This is an optimization exercise on Yosys and OpenROAD, whose aim is small area, a short achievable clock period and few clock cycles per item, not a production implementation.
Function was checked by simulation only, so behaviour that the tests miss may differ from the original.
The clock port is modelled as an ideal driver, which makes a skipped or thinned clock tree look cheaper than it is; a real chip needs a root buffer or a tree.
Power and IR drop assume default switching activity.

oak:
==> flow/design.v (excerpt) <==
module if_fetch
#(
    parameter if_fetch_pkg::inst_addr_bus_t RESET_PC = if_fetch_pkg::RESET_PC_DEFAULT
) (
    input  logic           clk,
    input  logic           rst,
    input  logic           stall_in,
    input  logic           branch_flag_in,
    input  if_fetch_pkg::inst_addr_bus_t branch_target_in,
    input  logic           mem_busy_in,
    input  logic           get_inst_in,
    input  if_fetch_pkg::inst_addr_bus_t inst_pc_in,
    input  if_fetch_pkg::inst_bus_t      inst_in,
    output logic           if_req_out,
    output if_fetch_pkg::inst_addr_bus_t addr_if_out,
    output if_fetch_pkg::inst_addr_bus_t pc_out,
    output if_fetch_pkg::inst_bus_t      inst_out,
    output logic           inst_valid_out,
    output logic           if_stall_req_out
);
For scale: roughly 72 flip-flops, ~200 I/O pins, about 3300 µm² of cells after synthesis.
==> flow/config.mk <==
export PLATFORM = sky130hd
export DESIGN_NAME = if_fetch
export DESIGN_NICKNAME = if_fetch
export VERILOG_FILES = /design/flow/design.v
export SDC_FILE = /design/flow/constraint.sdc
export NUM_CORES = 4
export LEC_CHECK = 0
export CAP_MARGIN = 20
export CORE_MARGIN = 2
export CORE_UTILIZATION = 65
export PLACE_DENSITY = 0.75
export SETUP_SLACK_MARGIN = 4.8
export SLEW_MARGIN = 20
==> flow/constraint.sdc <==
create_clock -name core_clock -period 7.0 [get_ports {clk}]
set_input_delay 1.4000 -clock core_clock [delete_from_list [all_inputs] [get_ports {clk}]]
set_output_delay 1.4000 -clock core_clock [all_outputs]
set_load 0.01 [all_outputs]
standard.sh (not shown) runs the stock make flow with config.mk's settings and CLKGATE_MAP_FILE= SYNTH_SCRIPT=/design/flow/synth_recipe.tcl, a recipe that flattens the netlist after the stock synthesis.
==> flow/flow/run.sh <==
#!/bin/bash
set -euo pipefail
bash standard.sh \
  BUFFER_PORTS_ARGS="-buffer_cell sky130_fd_sc_hd__buf_1" \
  MCTS_GROUPS=4 MCTS_CELL=sky130_fd_sc_hd__clkbuf_16 \
  PRE_CTS_TCL="$PWD/flow/manual_cts.tcl" \
  finish > standard_flow.log 2>&1
Other scripts of this flow, unchanged in this note and not shown: flow/flow/manual_cts.tcl
Testbench counts of oak, summed over its fixed seeds: cycles 204,393, insts 34,194.
#### Input delta (pine over oak)
Settings: CORE_UTILIZATION changed from 65 to 40; PLACE_DENSITY removed (was 0.75).
## What came out
[compare] base=oak new=pine: wire length of the first global-routing pass went up 1.5%; per-cell via count in the routed design went down about 11%; number of diodes held; final period demand of the worst path went down 0.047 ns; largest fanout on the critical path went down 7.
pine vs oak, first element of the critical path: blk_q[30] vs branch_flag_in
No run of this note takes its clock network from TritonCTS; it comes from the design's own scripts or RTL.


The RTL this note starts from:
==> flow/design.v <==
package if_fetch_pkg;
    localparam int unsigned INST_ADDR_W = 32;
    localparam int unsigned INST_W      = 32;
    typedef logic [INST_ADDR_W-1:0] inst_addr_bus_t;
    typedef logic [INST_W-1:0]      inst_bus_t;
    localparam inst_addr_bus_t RESET_PC_DEFAULT = 32'h0000_0000;
endpackage
module if_fetch
#(
    parameter if_fetch_pkg::inst_addr_bus_t RESET_PC = if_fetch_pkg::RESET_PC_DEFAULT
) (
    input  logic           clk,
    input  logic           rst,
    input  logic           stall_in,
    input  logic           branch_flag_in,
    input  if_fetch_pkg::inst_addr_bus_t branch_target_in,
    input  logic           mem_busy_in,
    input  logic           get_inst_in,
    input  if_fetch_pkg::inst_addr_bus_t inst_pc_in,
    input  if_fetch_pkg::inst_bus_t      inst_in,
    output logic           if_req_out,
    output if_fetch_pkg::inst_addr_bus_t addr_if_out,
    output if_fetch_pkg::inst_addr_bus_t pc_out,
    output if_fetch_pkg::inst_bus_t      inst_out,
    output logic           inst_valid_out,
    output logic           if_stall_req_out
);
    logic [31:2] fetch_q;      
    logic [31:2] pc_q;         
    logic [31:0] inst_q;       
    logic        valid_q;
    logic        discard_q;    
    logic        req_q;
    logic        ours_busy_c;  
    logic        hold_c;       
    logic        take_c;       
    assign ours_busy_c = mem_busy_in && !get_inst_in && (inst_pc_in[1:0] == 2'b00);
    assign hold_c      = valid_q && stall_in && !branch_flag_in;
    assign take_c      = get_inst_in && !discard_q && !branch_flag_in && !(valid_q && stall_in);
    always_ff @(posedge clk or posedge rst) begin
        if (rst) begin
            fetch_q   <= RESET_PC[31:2];
            valid_q   <= 1'b0;
            discard_q <= 1'b0;
            req_q     <= 1'b0;
        end else begin
            req_q <= 1'b1;
            if (branch_flag_in) begin
                fetch_q   <= branch_target_in[31:2];
                discard_q <= ours_busy_c;
                valid_q   <= 1'b0;
            end else begin
                if (take_c) fetch_q <= fetch_q + 30'd1;
                if (get_inst_in) discard_q <= 1'b0;
                valid_q <= hold_c || take_c;
            end
        end
    end
    always_ff @(posedge clk) begin
        if (!hold_c) begin
            pc_q   <= fetch_q;
            inst_q <= inst_in;
        end
    end
    assign if_req_out       = req_q;
    assign if_stall_req_out = req_q;
    assign addr_if_out      = {fetch_q, 2'b00};
    assign pc_out           = {pc_q, 2'b00};
    assign inst_out         = inst_q;
    assign inst_valid_out   = valid_q;
endmodule
Settings: LEC_CHECK=0, CAP_MARGIN=20, CORE_MARGIN=2, CORE_UTILIZATION=40, SLEW_MARGIN=20; clock period 7.0 ns.
==> flow/flow/run.sh <==
#!/bin/bash
set -euo pipefail
bash standard.sh \
  BUFFER_PORTS_ARGS="-buffer_cell sky130_fd_sc_hd__buf_1" \
  finish > standard_flow.log 2>&1
Testbench counts at the start, summed over its fixed seeds: cycles 202,670, insts 34,194.
==> next run, changes <==
--- a/flow/config.mk
+++ b/flow/config.mk
@@ -7,0 +8 @@
+export ABC_AREA = 1
@@ -10,0 +12 @@
+export SETUP_SLACK_MARGIN = 5
The new run completed with no timing, DRC or antenna violations.
Setup slack gets better by 1.2 ns.
Power climbs by about 13%.
Via count increases by about 32%.
Global-route usage rose by 4.4 points.
==> next run, changes <==
==> flow/run.sh (new file) <==
#!/bin/bash
# synth_recipe.tcl (not shown) runs the flow's synth.tcl, then flattens the netlist and writes it again
# the make line also repeats each setting of config.mk as NAME=value (left out here)
make -C /OpenROAD-flow-scripts/flow DESIGN_CONFIG=/design/flow/config.mk WORK_HOME=/design/flow/orfs CLKGATE_MAP_FILE= SYNTH_SCRIPT=/design/flow/synth_recipe.tcl finish
--- a/flow/config.mk
+++ b/flow/config.mk
@@ -8 +7,0 @@
-export ABC_AREA = 1
@@ -12 +10,0 @@
-export SETUP_SLACK_MARGIN = 5
removed: flow/flow/run.sh
removed: flow/standard.sh
After rerunning: Global-route usage went down by 2.9 points. Cell count falls by 30%. Combinational power is lower by 36%. First-iteration DRC count fell by 24%. Final area came out lower by 6.8%. Worst hold slack got worse by 0.068 ns. Power fell by 4.9%. Maximum frequency went down by 41%. Wire length fell by 21%. Count of clock-buffer cells in the layout is higher by 1. Sequential power falls by about 0.9%.

-- what the ideal ports hide --
In the flow no input, the clock included, has a driving cell. The finished layouts below were timed again as built, in two steps. Step 1, drivers: a clkbuf_16 drives clk and a buf_2 each remaining input, both assumed. Step 2 also shifts input and output timing later by t, the mid clock arrival at the registers, as if the neighbouring blocks saw the same clock. Slacks: no drivers / after step 1 / after step 2; pairs: no drivers / after step 1.
run	t (ns)	setup slack, ns	worst setup path after step 2	worst register clock-pin slew, ns
oak	0.216	4.775 / 4.755 / 4.619	input to register	0.07 / 0.07
pine	0.215	4.822 / 4.750 / 4.669	input to register	0.08 / 0.08
the first run of note 2	0.381	3.411 / 3.418 / 3.037	input to register	0.09 / 0.09
the second run of note 2	0.396	4.648 / 4.614 / 4.396	input to register	0.10 / 0.10
the third run of note 2	0.383	3.016 / 3.008 / 2.625	input to register	0.10 / 0.10
After both steps setup and hold are still met in every run listed. The setup slack of the third run of note 2, which loses most, moves by -0.008 ns with the drivers and by -0.391 ns with both steps.
